This design comes from an exercise in tuning for small area, a short achievable clock period and few clock cycles per item on the open sky130 flow, not from production work.

==> inputs of job 5912 <==
// spmm_top
module spmm_top (
    input  logic              clk,
    input  logic              reset,
    input  logic              load_en,
    input  logic              load_sel,
    input  spmm_pkg::idx_t    load_addr,
    input  spmm_pkg::elem_t   load_data,
    input  spmm_pkg::prec_t   precision,
    input  logic              start,
    output logic              busy,
    output logic              done,
    output logic              sel_valid,
    output spmm_pkg::engine_t sel_engine,
    output spmm_pkg::cnt_t    macs_executed,
    output spmm_pkg::cnt_t    macs_skipped,
    input  spmm_pkg::idx_t    result_addr,
    output spmm_pkg::prod_t   result_data
);
    logic [16*8-1:0] a_flat;
    logic [16*8-1:0] b_flat;
    logic [15:0]     a_nz;
    logic [15:0]     b_nz;
    logic            c_clear;
    logic [3:0]      mac_neg;
    logic [3:0]      mac_one;
    logic [3:0]      mac_two;
    logic [4*8-1:0]  mac_b;
    logic            mac_cont;
    logic            wr_valid;
    logic [1:0]      wr_row;
    logic [4*16-1:0] c_row;
    operand_store u_operands (
        .clk       (clk),
        .load_en   (load_en),
        .load_sel  (load_sel),
        .load_addr (load_addr),
        .load_data (load_data),
        .a_flat    (a_flat),
        .b_flat    (b_flat),
        .a_nz      (a_nz),
        .b_nz      (b_nz)
    );
    spmm_control u_control (
        .clk           (clk),
        .reset         (reset),
        .start         (start),
        .precision     (precision),
        .a_flat        (a_flat),
        .b_flat        (b_flat),
        .a_nz          (a_nz),
        .b_nz          (b_nz),
        .busy          (busy),
        .done          (done),
  ...
==> module operand_store, before the edit <==
module operand_store (
    input  logic            clk,
    input  logic            load_en,
    input  logic            load_sel,
    input  spmm_pkg::idx_t  load_addr,
    input  spmm_pkg::elem_t load_data,
    output logic [16*8-1:0] a_flat,
    output logic [16*8-1:0] b_flat,
    output logic [15:0]     a_nz,
    output logic [15:0]     b_nz
);
    spmm_pkg::elem_t mem_a [16];
    spmm_pkg::elem_t mem_b [16];
    logic            data_nz;
    assign data_nz = (load_data != '0);
    always_ff @(posedge clk) begin
        for (int e = 0; e < 16; e++) begin
            if (load_en && !load_sel && load_addr == e) begin
                mem_a[e] <= load_data;
                a_nz[e] <= data_nz;
            end
            if (load_en && load_sel && load_addr == e) begin
                mem_b[e] <= load_data;
                b_nz[e] <= data_nz;
            end
        end
    end
    always_comb begin
        for (int e = 0; e < 16; e++) begin
            a_flat[8*e +: 8] = mem_a[e];
            b_flat[8*e +: 8] = mem_b[e];
        end
    end
endmodule
==> module spmm_control, before the edit <==
module spmm_control (
    input  logic              clk,
    input  logic              reset,
    input  logic              start,
    input  spmm_pkg::prec_t   precision,
    input  logic [16*8-1:0]   a_flat,
    input  logic [16*8-1:0]   b_flat,
    input  logic [15:0]       a_nz,
    input  logic [15:0]       b_nz,
    output logic              busy,
    output logic              done,
    output logic              sel_valid,
    output spmm_pkg::engine_t sel_engine,
    output spmm_pkg::cnt_t    macs_executed,
    output spmm_pkg::cnt_t    macs_skipped,
    output logic              c_clear,
    output logic [3:0]        mac_neg,
    output logic [3:0]        mac_one,
    output logic [3:0]        mac_two,
    output logic [4*8-1:0]    mac_b,
    output logic              mac_cont,
    output logic              wr_valid,
    output logic [1:0]        wr_row
);
    logic [15:0] pending;
    logic [15:0] src;
    logic [15:0] pick;
    logic [15:0] pick_below;    
    logic [1:0]  pick_row;
    logic [3:0]  pick_k_hot;
    logic [7:0]  pick_a;
    logic [31:0] pick_b;
    logic [2:0]  pick_cnt;
    logic [3:0]  b_row_any;
    logic [2:0]  b_row_cnt [4];
    logic        mac_valid;
    logic [1:0]  mac_row;
    logic [2:0]  mac_cnt;
    logic [1:0]  sel_row;
    logic [6:0]  exec_cnt;
    logic [6:0]  skip_cnt;
    spmm_pkg::engine_t row_eng [4];
    logic        launch;
    logic        finish;
    for (genvar k = 0; k < 4; k++) begin : g_brow
        assign b_row_any[k] = |b_nz[4*k +: 4];
        assign b_row_cnt[k] = 3'(b_nz[4*k]) + 3'(b_nz[4*k+1]) + 3'(b_nz[4*k+2]) + 3'(b_nz[4*k+3]);
    end
    for (genvar r = 0; r < 4; r++) begin : g_class
        row_sparsity u_class (
            .nz        (a_nz[4*r +: 4]),
            .precision (precision),
            .engine    (row_eng[r])
        );
    end
    always_comb begin
        pick_below[0] = src[0];
        for (int e = 1; e < 16; e++) pick_below[e] = pick_below[e-1] | src[e];
    end
    always_comb begin
        for (int e = 0; e < 16; e++) src[e] = busy ? pending[e] : (a_nz[e] & b_row_any[e % 4]);
        pick = src & ~{pick_below[14:0], 1'b0};
        pick_row = '0;
        pick_a = '0;
        for (int e = 0; e < 16; e++) begin
            pick_row |= pick[e] ? 2'(e / 4) : 2'd0;
            pick_a |= pick[e] ? a_flat[8*e +: 8] : 8'd0;
        end
        pick_b = '0;
        pick_cnt = '0;
        for (int k = 0; k < 4; k++) begin
            pick_k_hot[k] = pick[k] | pick[k+4] | pick[k+8] | pick[k+12];
            pick_b |= pick_k_hot[k] ? b_flat[32*k +: 32] : 32'd0;
            pick_cnt |= pick_k_hot[k] ? b_row_cnt[k] : 3'd0;
        end
    end
    assign launch = start && !busy;
    assign c_clear = launch;
    assign finish = busy && pending == '0 && !mac_valid && (!sel_valid || sel_row[1]);
    always_ff @(posedge clk or posedge reset) begin
        if (reset) begin
            busy <= 1'b0;
            done <= 1'b0;
            sel_valid <= 1'b0;
            sel_row <= '0;
            exec_cnt <= '0;
            skip_cnt <= '0;
            mac_valid <= 1'b0;
            wr_valid <= 1'b0;
        end else begin
            done <= 1'b0;
            mac_valid <= (launch || busy) && src != '0;
            wr_valid <= mac_valid;
            if (launch) begin
                busy <= 1'b1;
                sel_valid <= 1'b1;
                sel_row <= '0;
                exec_cnt <= '0;
                skip_cnt <= 7'd64;
            end else begin
                if (sel_valid) begin
                    sel_row <= sel_row + 1'b1;
                    if (sel_row == 2'd3) sel_valid <= 1'b0;
                end
                if (finish) begin
                    busy <= 1'b0;
                    done <= 1'b1;
                end
                if (mac_valid) begin
                    exec_cnt <= exec_cnt + 7'(mac_cnt);
                    skip_cnt <= skip_cnt - 7'(mac_cnt);
                end
            end
        end
    end
    always_ff @(posedge clk) begin
        pending <= src & ~pick;
        mac_row <= pick_row;
        mac_cnt <= pick_cnt;
        mac_cont <= busy && mac_valid && mac_row == pick_row;
        mac_b <= pick_b;
        for (int d = 0; d < 4; d++) begin
            logic b2, b1, b0;
            b2 = pick_a[2*d+1];
            b1 = pick_a[2*d];
            b0 = (d == 0) ? 1'b0 : pick_a[2*d-1];
            mac_neg[d] <= b2 & ~(b1 & b0);
            mac_one[d] <= b1 ^ b0;
            mac_two[d] <= (b2 & ~b1 & ~b0) | (~b2 & b1 & b0);
        end
        wr_row <= mac_row;
        if (launch) sel_engine <= row_eng[0];
        else if (sel_valid) sel_engine <= row_eng[sel_row + 2'd1];
    end
    assign macs_executed = {1'b0, exec_cnt};
    assign macs_skipped = {1'b0, skip_cnt};
endmodule
Settings: LEC_CHECK=0, ABC_CLOCK_PERIOD_IN_PS=3000, CAP_MARGIN=20, CORE_MARGIN=2, CORE_UTILIZATION=40, SETUP_SLACK_MARGIN=4.5, SLEW_MARGIN=20; clock period 7.0 ns.
run.sh (not shown) runs the stock make flow with config.mk's settings and CLKGATE_MAP_FILE= SYNTH_SCRIPT=/design/flow/synth_recipe.tcl, a recipe that flattens the netlist after the stock synthesis.
==> job 1087 (differences from job 5912) <==
--- a/flow/design.v
+++ b/flow/design.v
@@ -39,14 +39,6 @@
     spmm_pkg::elem_t mem_b [16];
-    logic            data_nz;
-    assign data_nz = (load_data != '0);
     always_ff @(posedge clk) begin
         for (int e = 0; e < 16; e++) begin
-            if (load_en && !load_sel && load_addr == e) begin
-                mem_a[e] <= load_data;
-                a_nz[e] <= data_nz;
-            end
-            if (load_en && load_sel && load_addr == e) begin
-                mem_b[e] <= load_data;
-                b_nz[e] <= data_nz;
-            end
+            if (load_en && !load_sel && load_addr == e) mem_a[e] <= load_data;
+            if (load_en && load_sel && load_addr == e) mem_b[e] <= load_data;
         end
@@ -57,2 +49,4 @@
             b_flat[8*e +: 8] = mem_b[e];
+            a_nz[e] = (mem_a[e] != '0);
+            b_nz[e] = (mem_b[e] != '0);
         end
@@ -484,3 +478,3 @@
     logic [1:0]  pick_row;
-    logic [3:0]  pick_k_hot;
+    logic [1:0]  pick_k;
     logic [7:0]  pick_a;
@@ -518,2 +512,3 @@
         pick_row = '0;
+        pick_k = '0;
         pick_a = '0;
@@ -521,2 +516,3 @@
             pick_row |= pick[e] ? 2'(e / 4) : 2'd0;
+            pick_k |= pick[e] ? 2'(e % 4) : 2'd0;
             pick_a |= pick[e] ? a_flat[8*e +: 8] : 8'd0;
@@ -526,5 +522,4 @@
         for (int k = 0; k < 4; k++) begin
-            pick_k_hot[k] = pick[k] | pick[k+4] | pick[k+8] | pick[k+12];
-            pick_b |= pick_k_hot[k] ? b_flat[32*k +: 32] : 32'd0;
-            pick_cnt |= pick_k_hot[k] ? b_row_cnt[k] : 3'd0;
+            pick_b |= (src[k] | src[k+4] | src[k+8] | src[k+12]) && pick_k == k ? b_flat[32*k +: 32] : 32'd0;
+            pick_cnt |= pick_k == k ? b_row_cnt[k] : 3'd0;
         end
- ABC_CLOCK_PERIOD_IN_PS: 3000 -> default
- SETUP_SLACK_MARGIN: 4.5 -> default
==> job 8325 (differences from job 5912) <==
--- a/flow/design.v
+++ b/flow/design.v
@@ -39,14 +39,6 @@
     spmm_pkg::elem_t mem_b [16];
-    logic            data_nz;
-    assign data_nz = (load_data != '0);
     always_ff @(posedge clk) begin
         for (int e = 0; e < 16; e++) begin
-            if (load_en && !load_sel && load_addr == e) begin
-                mem_a[e] <= load_data;
-                a_nz[e] <= data_nz;
-            end
-            if (load_en && load_sel && load_addr == e) begin
-                mem_b[e] <= load_data;
-                b_nz[e] <= data_nz;
-            end
+            if (load_en && !load_sel && load_addr == e) mem_a[e] <= load_data;
+            if (load_en && load_sel && load_addr == e) mem_b[e] <= load_data;
         end
@@ -57,2 +49,4 @@
             b_flat[8*e +: 8] = mem_b[e];
+            a_nz[e] = (mem_a[e] != '0);
+            b_nz[e] = (mem_b[e] != '0);
         end
@@ -484,3 +478,3 @@
     logic [1:0]  pick_row;
-    logic [3:0]  pick_k_hot;
+    logic [1:0]  pick_k;
     logic [7:0]  pick_a;
@@ -518,2 +512,3 @@
         pick_row = '0;
+        pick_k = '0;
         pick_a = '0;
@@ -521,2 +516,3 @@
             pick_row |= pick[e] ? 2'(e / 4) : 2'd0;
+            pick_k |= pick[e] ? 2'(e % 4) : 2'd0;
             pick_a |= pick[e] ? a_flat[8*e +: 8] : 8'd0;
@@ -526,5 +522,4 @@
         for (int k = 0; k < 4; k++) begin
-            pick_k_hot[k] = pick[k] | pick[k+4] | pick[k+8] | pick[k+12];
-            pick_b |= pick_k_hot[k] ? b_flat[32*k +: 32] : 32'd0;
-            pick_cnt |= pick_k_hot[k] ? b_row_cnt[k] : 3'd0;
+            pick_b |= (src[k] | src[k+4] | src[k+8] | src[k+12]) && pick_k == k ? b_flat[32*k +: 32] : 32'd0;
+            pick_cnt |= pick_k == k ? b_row_cnt[k] : 3'd0;
         end
- ABC_CLOCK_PERIOD_IN_PS: 3000 -> default
- SETUP_SLACK_MARGIN: 4.5 -> 4.0
==> impl_metrics.toml <==
[timing]
rsz0062_at_grt = "yes"
finalCritPeriodShare_pct = 56.3

[cts]
ctsResizeCount = 239

[status]
outcome = "no timing/DRC/antenna violations"

[routing]
dr_wl_met2_um = 48800

[worst_hold_path]
worstHoldEndpoint = "u_control.wr_row[0]"
# the run above: job 8325

==> impl_metrics.toml <==
[status]
outcome = "no timing/DRC/antenna violations"

[final_layout]
postLayoutCoreUtil_pct = 52.1
clock_cell_area_share_pct = 6.22

[placement]
placedInstanceArea_um2 = 39700

[timing]
finalHoldViolations = 0
rsz0062_at_grt = "yes"

[cts]
ctsResizeCount = 517

[routing]
dr_wl_met2_um = 53200

[worst_hold_path]
worstHoldEndpoint = "u_control.wr_row[0]"

[logic_synthesis]
synthSimpleGateAreaFrac_pct = 8.86
# the run above: job 5912

==> impl_metrics.toml <==
[status]
outcome = "no timing/DRC/antenna violations"

[worst_hold_path]
worstHoldEndpoint = "u_control.wr_row[1]"

[cts]
ctsResizeCount = 0

[routing]
avgRoutedWirePerCell_um = 22.1

[timing]
rsz0062_at_grt = "no"
finalCritPeriodShare_pct = 73.5

[worst_setup_path]
arrival_ns = 5.72
# the run above: job 1087

Function was not checked in any run of this note: the RTL went through the layout flow alone.

-- port drivers added, routing unchanged --
In the flow no input, the clock included, has a driving cell. The finished layouts below were timed again as built, in two steps.
Step 1 assumes that a clkbuf_16 drives the clock port and a buf_2 every other input.
Step 2 also shifts input and output timing later by t, the mid clock arrival at the registers, as if the neighbouring blocks saw the same clock.
Slacks: ideal ports / drivers / drivers and shift; pairs: ideal ports / drivers.
| run | t (ns) | slack for setup (ns) | worst setup path at the end | latest minus earliest clock arrival (ns) | worst data-port slew with drivers (ns) |
|---|---|---|---|---|---|
| job 5912 | 0.714 | 3.755 / 3.755 / 3.755 | register to register | 0.035 / 0.034 | 0.04 |
| job 1087 | 0.700 | 1.856 / 1.856 / 1.856 | register to register | 0.051 / 0.051 | 0.05 |
| job 8325 | 0.703 | 3.056 / 3.056 / 3.056 | register to register | 0.066 / 0.066 | 0.06 |
After both steps setup and hold are still met in every run listed.
